Background: an optimization exercise with open tools, aiming at small area. Do not read the settings as production practice.
In this exercise RTL edits were held to simulation tests only and were not proved equivalent to the original.
Power is estimated from default activity; no workload was simulated. No driver is modelled on the clock port, so clocking that relies on it looks cheaper here than on a real chip.

===== flow/design.v =====
`default_nettype none
module serial_link_top (
  input  wire logic       clk,
  input  wire logic       rst_n,
  input  wire logic       rxd,
  input  wire logic [7:0] sw,
  output logic            txd,
  output logic [7:0]      led
);
  localparam int S_SYNC  = 0,
                 S_CMD   = 1,
                 S_ADDR  = 2,
                 S_LEN   = 3,
                 S_DATA  = 4,
                 S_CRC1  = 5,
                 S_CRC2  = 6,
                 S_CHK   = 7,
                 S_XWAIT = 8,
                 S_XFER  = 9,
                 T_HDR   = 10,
                 T_DATA  = 11,
                 T_CRC   = 12,
                 T_END   = 13;
  logic [2047:0] ring;
  logic [127:0]  stg;
  logic [7:0]    pos;
  logic          clr;
  logic [13:0]   state;
  logic [13:0]   nxt;
  logic [7:0]    cmd;
  logic [7:0]    addr;
  logic [4:0]    len;
  logic [3:0]    k;
  logic          wp;
  logic [15:0]   crc;
  logic [6:0]    m;
  logic [7:0]    sh;
  logic          txq;
  wire [7:0] ring_tap = ring[7:0];
  wire [7:0] st_tap   = stg[7:0];
  wire [3:0] bi    = m[6:3];
  wire [2:0] cc    = m[2:0];
  wire       idle  = m[6:2] == 5'd0;
  wire       stopb = m[6] & m[3];                     
  wire       smp   = &cc && |bi && !stopb;            
  wire       bend  = m[6] & m[4] & m[1];              
  wire       rxb   = stopb && cc == 3'd0;             
  wire       txm   = |state[T_END:T_HDR];
  wire       rx_ok = |state[S_CRC2:S_SYNC] || state[T_END];
  wire       is_wr = cmd == 8'h01;
  wire       is_rd = cmd == 8'h02;
  wire [3:0] slot  = addr[3:0] + k;
  wire       hit   = pos[3:0] == slot;
  wire [4:0] k1    = {1'b0, k} + 5'd1;
  wire       last  = k1 == len;
  wire       xact  = (state[S_XWAIT] && hit && pos[7:4] == addr[7:4]) || state[S_XFER];
  wire       len_ok = sh[7:5] == 3'd0 && sh[4:0] != 5'd0 && (!sh[4] || sh[3:0] == 4'd0);
  wire       st_rx = state[S_DATA] && wp && hit;
  wire       tx_go = idle && (state[T_HDR] || state[T_CRC] || (state[T_DATA] && hit));
  wire       rx_go = idle && rx_ok && !rxd;
  wire        sync_tx = state[T_HDR] && k == 4'd1;    
  logic [7:0] tx_byte;
  always_comb begin
    if (state[T_HDR]) begin
        case (k[2:0])
          3'd2:    tx_byte = addr;
          3'd3:    tx_byte = {3'b000, len};
          3'd4:    tx_byte = {7'd0, !(is_wr || is_rd)};
          default: tx_byte = cmd;
        endcase
    end else if (state[T_DATA])
      tx_byte = st_tap;
    else
      tx_byte = crc[15:8];
  end
  logic [7:0] ring_ins;
  logic [7:0] st_ins;
  always_comb begin
    if (clr)
      ring_ins = 8'h00;
    else if (xact && is_wr && pos != 8'hFF)
      ring_ins = st_tap;
    else
      ring_ins = ring_tap;
    if (st_rx)
      st_ins = sh;
    else if (xact && is_rd)
      st_ins = (pos == 8'hFF) ? sw : ring_tap;
    else
      st_ins = st_tap;
  end
  always_ff @(posedge clk) begin
    ring <= {ring_ins, ring[2047:8]};
    stg  <= {st_ins, stg[127:8]};
  end
  always_ff @(posedge clk) begin
    if (!rst_n) begin
      pos <= 8'd0;
      clr <= 1'b1;
    end else begin
      pos <= pos + 8'd1;
      if (pos == 8'hFF) clr <= 1'b0;
    end
  end
  always_ff @(posedge clk) begin
    if (!rst_n)
      led <= 8'h00;
    else if (xact && is_wr && pos == 8'h00)
      led <= st_tap;
  end
  always_ff @(posedge clk) begin
    if (!rst_n)
      m <= 7'd0;
    else if (rx_go || tx_go)
      m <= 7'd4;
    else if (!idle)
      m <= bend ? 7'd0 : m + 7'd1;
  end
  always_ff @(posedge clk) begin
    if (tx_go)
      sh <= tx_byte;
    else if (smp)
      sh <= {txm ? sh[0] : rxd, sh[7:1]};
  end
  always_ff @(posedge clk) begin
    if (!rst_n)
      txq <= 1'b1;
    else if (tx_go)
      txq <= 1'b0;
    else if (txm && cc == 3'd3 && |bi)
      txq <= stopb | (sync_tx ? bi[0] : sh[0]);    
  end
  assign txd = txq;
  wire crc_init = state[S_SYNC] || state[S_XWAIT] || state[S_XFER] || sync_tx;
  wire crc_fb   = crc[15] ^ sh[~cc];
  always_ff @(posedge clk) begin
    if (crc_init)
      crc <= 16'hFFFF;
    else if (stopb)
      crc <= {crc[14:0], 1'b0} ^ (crc_fb ? 16'h1021 : 16'h0000);
  end
  wire go_sync = state[S_SYNC] && bend && sh == 8'hAA;
  wire go_len  = state[S_LEN] && bend;
  wire go_data = state[S_DATA] && st_rx && last;
  wire go_crc2 = state[S_CRC1] && rxb;
  wire go_chk  = state[S_CRC2] && rxb;
  wire go_ok   = state[S_CHK] && idle;
  wire go_xfer = xact && last;
  wire go_hdr  = state[T_HDR] && tx_go && k == 4'd4;
  wire go_tdat = state[T_DATA] && tx_go && last;
  wire go_tcrc = state[T_CRC] && tx_go && k[0];
  wire go_end  = state[T_END] && idle;
  wire crc_ok  = crc == 16'h0000;
  always_comb begin
    nxt = state;
    nxt[S_SYNC]  = (state[S_SYNC] && !go_sync) || (go_len && !len_ok) ||
                   (go_ok && !crc_ok) || go_end;
    nxt[S_CMD]   = go_sync || (state[S_CMD] && !bend);
    nxt[S_ADDR]  = (state[S_CMD] && bend) || (state[S_ADDR] && !bend);
    nxt[S_LEN]   = (state[S_ADDR] && bend) || (state[S_LEN] && !bend);
    nxt[S_DATA]  = (go_len && len_ok && is_wr) || (state[S_DATA] && !go_data);
    nxt[S_CRC1]  = (go_len && len_ok && !is_wr) || go_data || (state[S_CRC1] && !rxb);
    nxt[S_CRC2]  = go_crc2 || (state[S_CRC2] && !rxb);
    nxt[S_CHK]   = go_chk || (state[S_CHK] && !idle);
    nxt[S_XWAIT] = (go_ok && crc_ok) || (state[S_XWAIT] && !xact);
    nxt[S_XFER]  = (xact && !last) || (state[S_XFER] && !xact);
    nxt[T_HDR]   = go_xfer || (state[T_HDR] && !go_hdr);
    nxt[T_DATA]  = (go_hdr && is_rd) || (state[T_DATA] && !go_tdat);
    nxt[T_CRC]   = (go_hdr && !is_rd) || go_tdat || (state[T_CRC] && !go_tcrc);
    nxt[T_END]   = go_tcrc || (state[T_END] && !idle);
  end
  always_ff @(posedge clk) begin
    if (!rst_n) begin
      state <= 14'd1;
      wp    <= 1'b0;
    end else begin
      state <= nxt;
      if (state[S_DATA] && rxb) wp <= 1'b1;
      if (st_rx) wp <= 1'b0;
    end
  end
  always_ff @(posedge clk) begin
    if (state[S_CMD] && bend) cmd <= sh;
    if (state[S_ADDR] && bend) addr <= sh;
    if (go_len) len <= sh[4:0];
    if (go_len || go_ok || go_xfer || go_hdr || go_tdat)
      k <= 4'd0;
    else if (st_rx || xact || tx_go)
      k <= k + 4'd1;
  end
endmodule
`default_nettype wire

===== flow/flow/run.sh =====
#!/bin/bash
# Standard layout, with clock tree synthesis told not to add dummy loads and to
# use larger sink clusters of clkbuf_16.
set -euo pipefail
export CTS_ARGS="-sink_clustering_enable -repair_clock_nets -dont_use_dummy_load -buf_list sky130_fd_sc_hd__clkbuf_16 -sink_clustering_size 38 -sink_clustering_max_diameter 50"
bash standard.sh > standard.log 2>&1

===== flow/standard.sh =====
#!/bin/bash
# synth_recipe.tcl (not shown) runs the flow's synth.tcl, then flattens the netlist and writes it again
# the make line also repeats each setting of config.mk as NAME=value (left out here)
make -C /OpenROAD-flow-scripts/flow DESIGN_CONFIG=/design/flow/config.mk WORK_HOME=/design/flow/orfs CLKGATE_MAP_FILE= SYNTH_SCRIPT=/design/flow/synth_recipe.tcl "${@:-finish}"

===== flow/config.mk =====
export PLATFORM = sky130hd
export DESIGN_NAME = serial_link_top
export DESIGN_NICKNAME = serial_link_top
export VERILOG_FILES = /design/flow/design.v
export SDC_FILE = /design/flow/constraint.sdc
export NUM_CORES = 4
export LEC_CHECK = 0
export CAP_MARGIN = 20
export CORE_MARGIN = 2
export CORE_UTILIZATION = 60
export PLACE_DENSITY = 0.85
export SLEW_MARGIN = 20

===== flow/constraint.sdc =====
create_clock -name core_clock -period 10.0 [get_ports {clk}]
set_input_delay 2.0000 -clock core_clock [delete_from_list [all_inputs] [get_ports {clk}]]
set_output_delay 2.0000 -clock core_clock [all_outputs]
set_load 0.01 [all_outputs]

==> run notes, run 1 <==
- Top_reg_cell synth: dfxtp_1
- Clk buf depth: 3
- Crit path from: txq
- Vias: ~17000
- CTS tree: built
- CP Buf/Inv Count: 1
- Fin crit period: between 3 and 4 ns
- Rows: about 100
- Post-synth cell types: 63
- Sequential Area: 45600 um2
- Setup TNS: 0 ns
- Die Span Y: a little under 300 um
- Slew headroom: 41.9%
- First-pass GRT wire length: ~110 mm
- Clock Latency Late Sink: around 0.68 ns
- Cells after synthesis: ~2700
- Overall routing resource usage: 17.0%
- Hold_sp: ring[1904]
- Routed wire length: 68.3 mm
- Crit path max-delay family: buffers and inverters
- RSZ-0062 raised after global routing: no
- Post-route setup slack: 6.49 ns
- Worst-path cell chain: clkdlybuf4s50_1
- Post-Syn Nets: 2743
- Ranking of synthesized cells by area: dfxtp_1 (92%), edfxtp_1 (1.8%), nand2_1 (0.75%)
- Seq/Total Area, Yosys: a little over nine tenths
- Port-buffer cells: 19
- Finished Layout Cells: about 3900
- Largest net degree at the start of global routing: 46
- Die width: 288 um
- Initial antenna violation count: 5
- DP Wirelength: 35.7 mm
- HP Class: reg -> reg
- Resized Gates After CTS: 0
- Largest area contributor in the netlist: dfxtp_1
- CTS HTree Levels: 3
- Synthesized area: between 40000 and 50000 um2
- Layout cells sized above 1: between 4 and 5%
- Starting density of the core: approximately 60%
- CP arrival: 1.51 ns
- Post-CTS Setup Inserts: 0
- Outcome: no timing/DRC/antenna violations
- Path type of the worst setup path: reg -> out
- Startpoint Class: flip-flop
- Core footprint: 80300 um2
- Fill count: 5024
- Max frequency: about 0.28 GHz
- Grt ovf: 0
- Ant. Diodes: 0
- YS warnings: 1
- Setup-failing EPs final: 0
- Worst-path fanout max: 2
- Synth Register Bits: 2265
- Routability cong.: around 0.80
- Post-synth ARST share: 0%
- Vias/cell: around 4.5
- Static leakage: 20.8 nW
- DRC errors left: 0
- Worst R2R Start: k[0]
- Multi-input gate area: 2660 um2
- Post-route antenna net violation count: 0
- Pwr per Cell Area: 259 nW/um2
- Ports: 20
- Peak supply drop: roughly 0.19 mV
- Hold Buf Count CTS: 0
- CP Capture Type: primary output
- Top cell type's share of synthesized area: approximately 92%
- Final Skew: 0.0971 ns
- Drt initial violations: just under 900
- Vias in the first global route: 18800
- Root Buffer: clkbuf_16
- Worst-Margin Slew: ~0.87 ns
- Fin. Hold Viols: 0
- Design Power: about 14 mW
- Drt pass-1 iters: 5
- Die area: roughly 83000 um2
- Synth Area per Inst: 17.8 um2
- Placed cells: around 3800
- CP required: roughly 8 ns
- Period utilization: a little over a third
- Final net count: about 2900
- Area growth, synth to finish: 9.04%
- WL per Instance: roughly 18 um
- CTS buffer count: around 120
- Maxcap violations: 0
- Slew Limit Fails: 0
- Worst-path clk slew: around 0.080 ns
- Pre-CTS worst setup slack: between 6 and 7 ns
- CP max-delay cell: clkdlybuf4s50_1
- Max stage delay on crit path: between 0.5 and 0.6 ns
- Post-synth EDFFs: 29
- Clock net sink count: approximately 2300
==> cells by family (layout without fill, tap and decap cells) <==
group / after synthesis / after routing / synth area share (%)
AO/OA/AOI/OAI: 109 / 109 / 1.54
XOR/XNOR: 28 / 28 / 0.522
adder cells (fa/ha/maj): 15 / 15 / 0.403
buffers and inverters: 42 / 154 / 0.343
flip-flops: 2265 / 2265 / 94.2
multiplexers: 29 / 29 / 0.653
AND/OR/NAND/NOR: 229 / 229 / 2.36
==> state kept, by name (all words and copies together) (netlist names), 4 cells and up, named ones only <==
name	flops
addr	8
cmd	8
crc	16
k	4
led	8
len	5
m	7
pos	8
ring	2048
sh	8
state	10
stg	128
==> stage by stage <==
stage	hold slack, ns	cell area [um2]	utilization [%]
6_report	0.253	52800	65.8
3_3_place_gp	0.310	49900	62.1
2_1_floorplan	0.310	48500	-
5_1_grt	0.254	52800	65.8
4_1_cts	0.244	52800	65.8
3_5_place_dp	0.312	49900	62.1
==> synthesized netlist by cell type (all sizes together), types with 3 or more instances <==
cell type / instances
a2111oi: 8
a211oi: 6
a21boi: 6
a21o: 4
a21oi: 22
a22oi: 10
a31oi: 4
and2: 13
and3: 4
buf: 3
clkbuf: 25
dfxtp: 2236
edfxtp: 29
ha: 14
inv: 13
mux2i: 26
nand2: 97
nand3: 30
nor2: 25
nor2b: 18
nor3: 12
nor3b: 3
nor4: 10
o211ai: 4
o21a: 5
o21ai: 21
o31ai: 8
or4: 4
xnor2: 14
xor2: 14
==> routing by layer <==
layer / global-route usage (%) / wire length, um / vias up
li1: - / - / 8733
met1: 24.2 / 33000 / 8381
met2: 27.2 / 31500 / 214
met3: 2.84 / 2350 / 104
met4: 5.17 / 1480 / 0
met5: 0 / 0 / -
==> layout by cell type (no fill, tap or decap), types with 14 or more instances in the layout <==
master,count
a21oi_1,22
clkbuf_16,118
clkdlybuf4s50_1,18
dfxtp_1,2236
edfxtp_1,29
ha_1,14
mux2i_1,26
nand2_1,97
nand3_1,30
nor2_1,24
nor2b_1,18
o21ai_0,15
xor2_1,14
==> where the power goes <==
part / internal, mW / total [mW] / leakage [nW] / switching, mW
Sequential: 9.03 / 9.03 / 18.3 / 0.00305
Combinational: 0.00963 / 0.0228 / 1.04 / 0.0131
Clock: 2.09 / 4.63 / 1.45 / 2.54
Total: 11.1 / 13.7 / 20.8 / 2.56
==> layout make-up <==
class | instances | area share [%]
flip-flops and latches | 2265 | 86.4
multi-input cells | 410 | 5.03
repair buffers | 22 | 0.393
well taps | 1060 | 2.51
clock buffers | 118 | 5.59
inverters | 14 | 0.0995
==> path summary, 6_finish.rpt <==
check / slack, ns / cells past startpoint / end
setup / recovery: 6.49 / 1 / txd
hold / removal: 0.25 / 0 / ring[1896]
setup reg to reg: 6.65 / 9 / ring[2045]
hold reg to reg: 0.25 / 0 / ring[1896]
==> inputs of run 2 (changes only) <==
==> flow/flow/run.sh (replaced) <==
#!/bin/bash
# Standard layout, with clock tree synthesis told not to add dummy loads and to
# use larger sink clusters of clkbuf_16.
set -euo pipefail
export CTS_ARGS="-sink_clustering_enable -repair_clock_nets -dont_use_dummy_load -buf_list sky130_fd_sc_hd__clkbuf_16 -sink_clustering_size 38 -sink_clustering_max_diameter 70"
export BUFFER_PORTS_ARGS="-buffer_cell sky130_fd_sc_hd__buf_1"
bash standard.sh > standard.log 2>&1
--- a/flow/config.mk
+++ b/flow/config.mk
@@ -8,5 +8,4 @@
 export CAP_MARGIN = 20
 export CORE_MARGIN = 2
 export CORE_UTILIZATION = 60
-export PLACE_DENSITY = 0.85
 export SLEW_MARGIN = 20
==> run 2 against run 1 <==
  * Still clean
  * Count of clock-buffer cells in the layout down 45
  * Utilization down 1.5 points
  * Register-to-register slack worse by 0.16 ns
  * Power down 7.0%
  * Synthesized cell count unchanged
  * Clock power down 21%
  * Critical path type is now reg -> reg
  * Critical endpoint is now sh[4]
  * Highest routed layer unchanged
==> run notes, run 2 <==
- Overall routing resource usage: between 10% and 20%
- Commonest cells after routing, fill and taps aside: dfxtp_1 (2236), nand2_1 (97), clkbuf_16 (73), nand3_1 (30), edfxtp_1 (29)
- Fill count: 5585
- Core footprint: approximately 80000 um2
- Clock Latency Late Sink: between 0.6 and 0.7 ns
- Vias in the first global route: about 17000
- CP arrival: between 3 and 4 ns
- Worst-Margin Slew: 1.07 ns
- Largest net degree at the start of global routing: 46
- Drt pass-1 iters: 5
- Slew Limit Fails: 0
- Worst-path clk slew: ~0.12 ns
- Slew headroom: just under 30%
- Synth Register Bits: 2265
- Outcome: no timing/DRC/antenna violations
- CTS buffer count: 73
- Vias: ~17000
- Layout cells sized above 1: ~3.3%
- Drt initial violations: 794
- Resized Gates After CTS: 0
- Period utilization: between 30% and 40%
- CP max-delay cell: a41oi_2
- Post-synth EDFFs: 29
- Fin area: a little over 50000 um2
- Seq/Total Area, Yosys: roughly 94%
- Top_reg_cell synth: dfxtp_1
- CP Buf/Inv Count: 1
- CP Capture Type: flip-flop
- Clock net sink count: about 2300
- WL per Instance: 14.7 um
- Post-CTS Setup Inserts: 0
- First-pass GRT wire length: 90.6 mm
- Clk buf depth: 3
- Synth Area per Inst: roughly 18 um2
- Maxcap violations: 0
- Area growth, synth to finish: 6.49%
- HP Class: reg -> reg
- Root Buffer: clkbuf_16
- Top Registers: ring x2048, stg x128, crc x16
- Fin crit period: 3.51 ns
- Post-route setup slack: between 6 and 7 ns
- Rows: 104
- YS warnings: 1
- Ports: 20
- Post-synth ARST share: 0%
- Grt ovf: 0
- Post-Syn Nets: about 2700
- Ant. Diodes: 0
- DRC errors left: 0
- Starting density of the core: 60.3%
- Post-synth top cells: dfxtp_1 (2236), nand2_1 (97), nand3_1 (30)
- Startpoint Class: flip-flop
- Pre-CTS worst setup slack: 6.44 ns
- Post-synth cell types: 63
- Synthesized area: roughly 48000 um2
- Die width: between 200 and 300 um
- Dpl cell area: about 50000 um2
- Ranking of synthesized cells by area: dfxtp_1 (92%), edfxtp_1 (1.8%), nand2_1 (0.75%)
- Peak supply drop: just under 0.2 mV
- Routability cong.: slightly below 0.8
- Setup TNS: 0 ns
- CP required: about 10 ns
- Die area: 83000 um2
- Max stage delay on crit path: around 0.66 ns
- Die Span Y: between 200 and 300 um
- Fin. Hold Viols: 0
- Cells after synthesis: 2717
- Hold Buf Count CTS: 0
- Pwr per Cell Area: roughly 250 nW/um2
- DP Wirelength: between 30 and 40 mm
- Worst-path cell chain: ha_1, inv_1, fa_1, xor2_1, xnor2_1, nor3_2, a41oi_2, nand2_1
- Worst-path fanout max: 24
- Final net count: roughly 2800
- Top-count cell post-synth: dfxtp_1
- Crit path max-delay family: simple AND/OR/NAND/NOR gates
- Max reg flops: 2048
- Routed wire length: ~56 mm
- Path type of the worst setup path: reg -> reg
- Initial antenna violation count: 0
- Setup-failing EPs final: 0
- Vias/cell: around 4.4
- Top cell type's share of synthesized area: between 90 and 100%
- Final Skew: a little over 0.06 ns
- Static leakage: between 20 and 25 nW
- Hold WS: about 0.28 ns
- Post-route antenna net violation count: 0
- CTS HTree Levels: 3
- CTS tree: built
- Commonest non-fill, non-tap cell in the layout: dfxtp_1
- Max frequency: between 0.2 and 0.3 GHz
- RSZ-0062 raised after global routing: no
- Port-buffer cells: 19
- Largest area contributor in the netlist: dfxtp_1
- Biggest register: ring
- Design Power: 12.7 mW
[run 2: cell types whose count changed in the layout (fill, tap and decap cells not counted), sizes merged]
cell | before | now
clkbuf | 118 | 73
buf | 4 | 22
clkdlybuf4s50 | 18 | 0
[run 2: cell type report]
type | instances | area, um2 | area share [%]
repair buffers | 22 | 93.8 | 0.182
well taps | 1060 | 1330 | 2.57
inverters | 14 | 52.6 | 0.102
multi-input cells | 410 | 2660 | 5.16
clock buffers | 73 | 1830 | 3.54
flip-flops and latches | 2265 | 45600 | 88.4
[run 2: logic make-up (layout without fill, tap and decap cells)]
group,after synthesis,in the layout,synth area share [%]
DFF,2265,2265,94.2
xor gates and xnor gates,28,28,0.522
muxes,29,29,0.653
and+or+nand+nor,229,229,2.36
AOI/OAI and AO/OA,109,109,1.54
adders and majority gates,15,15,0.403
buffers and inverters,42,109,0.343
[run 2: path summary, 6_finish.rpt]
kind | startpoint | to | slack (ns) | depth (start not counted)
setup / recovery | k[0] | sh[4] | 6.49 | 8
setup reg to reg | k[0] | sh[4] | 6.49 | 8
hold / removal | ring[2029] | ring[2021] | 0.28 | 0
hold reg to reg | ring[2029] | ring[2021] | 0.28 | 0
[run 2: layer usage]
| layer | track usage (%) | vias to the layer above | routed length [um] | part of all wire, % |
|---|---|---|---|---|
| li1 | - | 8629 | - | - |
| met5 | 0 | - | 0 | 0 |
| met2 | 19.0 | 204 | 21900 | 39 |
| met1 | 21.6 | 7920 | 30600 | 54 |
| met4 | 5.06 | 0 | 1960 | 3.5 |
| met3 | 2.58 | 109 | 2030 | 3.6 |
[run 2: power breakdown]
group / switching [mW] / total [mW] / internal (mW)
Clock: 2.33 / 3.66 / 1.34
Combinational: 0.0129 / 0.0203 / 0.00745
Sequential: 0.00292 / 9.04 / 9.04
Total: 2.34 / 12.7 / 10.4
[run 2: stage by stage]
| stage | utilization, % | cells |
|---|---|---|
| floorplan | - | 2717 |
| global placement | 62.0 | 3771 |
| detailed placement | 62.0 | 3771 |
| CTS | 64.3 | 3844 |
| global route | 64.3 | 3844 |
| finish | 64.3 | 3844 |
==> inputs of run 3 (changes only) <==
==> flow/flow/run.sh (replaced) <==
#!/bin/bash
# Standard layout, with clock tree synthesis told not to add dummy loads and to
# use larger sink clusters of clkbuf_16.
set -euo pipefail
export CTS_ARGS="-sink_clustering_enable -repair_clock_nets -dont_use_dummy_load -buf_list sky130_fd_sc_hd__clkbuf_16 -sink_clustering_size 38 -sink_clustering_max_diameter 70"
bash standard.sh > standard.log 2>&1
==> run 3 against run 2 <==
  * First-iteration DRC count is 13% higher
  * Non-clock buffer count rose by 1
  * Clock skew is 0.0054 ns higher
  * Area after synthesis is the same
  * Flip-flop and latch count is the same
  * Utilization increased by 0.16 points
  * Power barely moved
  * Die area unchanged
  * Maximum frequency is 1.9% lower
  * Via count is 0.40% higher
  * Critical path type is now reg -> out
  * Highest routed layer unchanged
==> run notes, run 3 <==
- Vias: about 17000
- CP Capture Type: primary output
- Clock net sink count: about 2300
- Post-route antenna net violation count: 0
- Commonest cells after routing, fill and taps aside: dfxtp_1 (2236), nand2_1 (97), clkbuf_16 (73), nand3_1 (30), edfxtp_1 (29)
- Largest area contributor in the netlist: dfxtp_1
- CP required: around 8.0 ns
- Post-CTS Setup Inserts: 0
- Finished Layout Cells: between 3000 and 4000
- Grt peak-use layer: met1
- Fin crit period: between 3 and 4 ns
- GR Util met2: a little under a fifth
- Outcome: no timing/DRC/antenna violations
- Max stage delay on crit path: approximately 0.6 ns
- M3 GR Usage: around 2.5%
- Top_reg_cell synth: dfxtp_1
- Synthesized area: a little under 50000 um2
- RR Endpoint: ring[2046]
- Fin. Hold Viols: 0
- Top Registers: ring x2048, stg x128, crc x16
- First-pass GRT wire length: 90.3 mm
- Hold Buf Count CTS: 0
- Initial antenna violation count: 0
- Die width: ~290 um
- Critical path depth: 1
- DP Wirelength: 30.3 mm
- YS warnings: 1
- Post-Syn Nets: ~2700
- CP arrival: about 1.6 ns
- Rows: 104
- Worst-path cell chain: clkdlybuf4s50_1
- CTS HTree Levels: 3
- Ant. Diodes: 0
- GR Util met1: between 20% and 30%
- Resized Gates After CTS: 0
- Area growth, synth to finish: 6.76%
- Worst-Margin Slew: between 0.8 and 0.9 ns
- Pwr per Cell Area: 246 nW/um2
- CP Buf/Inv Count: 1
- WL per Instance: about 14 um
- CP max-delay cell: clkdlybuf4s50_1
- Setup-failing EPs final: 0
- Maxcap violations: 0
- Slew Limit Fails: 0
- HP Class: reg -> reg
- RSZ-0062 raised after global routing: no
- CTS buffer count: 73
- Biggest register: ring
- Path type of the worst setup path: reg -> out
- R2R depth: 9
- Max frequency: approximately 0.28 GHz
- Clk buf depth: 3
- Ranking of synthesized cells by area: dfxtp_1 (92%), edfxtp_1 (1.8%), nand2_1 (0.75%)
- Post-synth EDFFs: 29
- Crit path from: txq
- Commonest non-fill, non-tap cell in the layout: dfxtp_1
- Top cell type's share of synthesized area: between 90% and 100%
- Design Power: ~13 mW
- Slew headroom: between 40% and 50%
- Period utilization: a little over a third
- Ports: 20
- Crit path max-delay family: buffers and inverters
- Seq/Total Area, Yosys: 94.2%
- Routed wire length: approximately 56 mm
- Post-synth top cells: dfxtp_1 (2236), nand2_1 (97), nand3_1 (30)
- Worst R2R Start: k[0]
- Worst-path clk slew: roughly 0.12 ns
- Layout cells sized above 1: about 3.4%
- Post-synth ARST share: 0%
- Vias in the first global route: roughly 17000
- Root Buffer: clkbuf_16
- Last element of the critical path: txd
- Final net count: about 2800
- Final Skew: ~0.066 ns
- R2R setup slack: 6.68 ns
- Grt ovf: 0
- Peak supply drop: roughly 0.19 mV
- Cells after synthesis: ~2700
- Placed cells: around 3800
- Synth Area per Inst: 17.8 um2
- Synth Register Bits: around 2300
- CTS tree: built
- Vias/cell: around 4.4
- Drt pass-1 iters: 6
- Drt initial violations: 900
- Die area: just over 80000 um2
- Die Span Y: approximately 290 um
- Starting density of the core: 60.3%
- Startpoint Class: flip-flop
- Largest net degree at the start of global routing: 46
- Routability cong.: a little under 0.8
- Port-buffer cells: 19
- Max reg flops: 2048
- DRC errors left: 0
- Hold_sp: stg[120]
- Core footprint: around 80000 um2
- Static leakage: between 20 and 25 nW
- Fill count: ~5500
- Overall routing resource usage: between 10% and 20%
- Worst-path fanout max: 2
- Setup TNS: 0 ns
- Top-count cell post-synth: dfxtp_1
- Post-synth cell types: 63
- Clock Latency Late Sink: about 0.63 ns
## run 3: power by group
part | switching, mW | internal [mW]
registers | 0.00302 | 9.04
logic | 0.0132 | 0.00994
clock network | 2.32 | 1.34
total | 2.34 | 10.4
## run 3: worst min-delay path by stage
stage          slack [ns]  cells past startpoint    endpoint
2_1_floorplan        0.31                      0     ring[0]
3_3_place_gp         0.31                      0   ring[429]
3_5_place_dp         0.31                      0  ring[1135]
4_1_cts              0.31                      0    stg[112]
5_1_grt              0.30                      0    stg[112]
6_report             0.30                      0    stg[112]
## run 3: metrics by stage
stage               hold slack (ns)  area, um2  utilization, %  setup WS (ns)
finish                        0.303      51700            64.4           6.42
global route                  0.302      51700            64.4           6.34
CTS                           0.308      51700            64.4           6.34
detailed placement            0.312      49900            62.1           6.65
global placement              0.310      49900            62.1           6.70
floorplan                     0.310      48500               -           7.26
## run 3: kinds of logic (layout without fill, tap and decap cells)
| logic type | count (synthesis) | in the layout | share of synthesized area (%) |
|---|---|---|---|
| muxes | 29 | 29 | 0.653 |
| and+or+nand+nor | 229 | 229 | 2.36 |
| adders and majority gates | 15 | 15 | 0.403 |
| xor gates and xnor gates | 28 | 28 | 0.522 |
| buffers and inverters | 42 | 110 | 0.343 |
| AOI/OAI and AO/OA | 109 | 109 | 1.54 |
| DFF | 2265 | 2265 | 94.2 |
## run 3: layer usage
| metal | up-vias | wire length (um) |
|---|---|---|
| li1 | 8640 | - |
| met1 | 8003 | 30400 |
| met2 | 192 | 21500 |
| met3 | 94 | 1850 |
| met4 | 0 | 1770 |
| met5 | - | 0 |
## run 3: cell type report
type | count | area (um2) | area share, %
flip-flops and latches | 2265 | 45600 | 88.2
multi-input cells | 410 | 2660 | 5.15
clock buffers | 73 | 1830 | 3.53
well taps | 1060 | 1330 | 2.56
repair buffers | 23 | 220 | 0.426
inverters | 14 | 52.6 | 0.102

==> re-timing with driven ports <==
In the flow no input, the clock included, has a driving cell. The finished layouts below were timed again as built, in two steps.
Step 1, drivers: a clkbuf_16 drives clk and a buf_2 each remaining input, both assumed.
Step 2, shift: input delay + t, output delay - t, t = (earliest + latest rising clock arrival at the registers) / 2. This alone moves slack from input paths to output paths.
Three values: ideal ports, drivers, drivers and shift; two values: the first two.
run	t, ns	setup slack, ns	worst slew at a driven data input, ns
run 1	0.708	6.489 / 6.423 / 6.653	0.04
run 2	0.686	6.490 / 6.490 / 6.490	0.03
run 3	0.664	6.424 / 6.366 / 6.643	0.04
After both steps setup and hold are still met in every run listed.
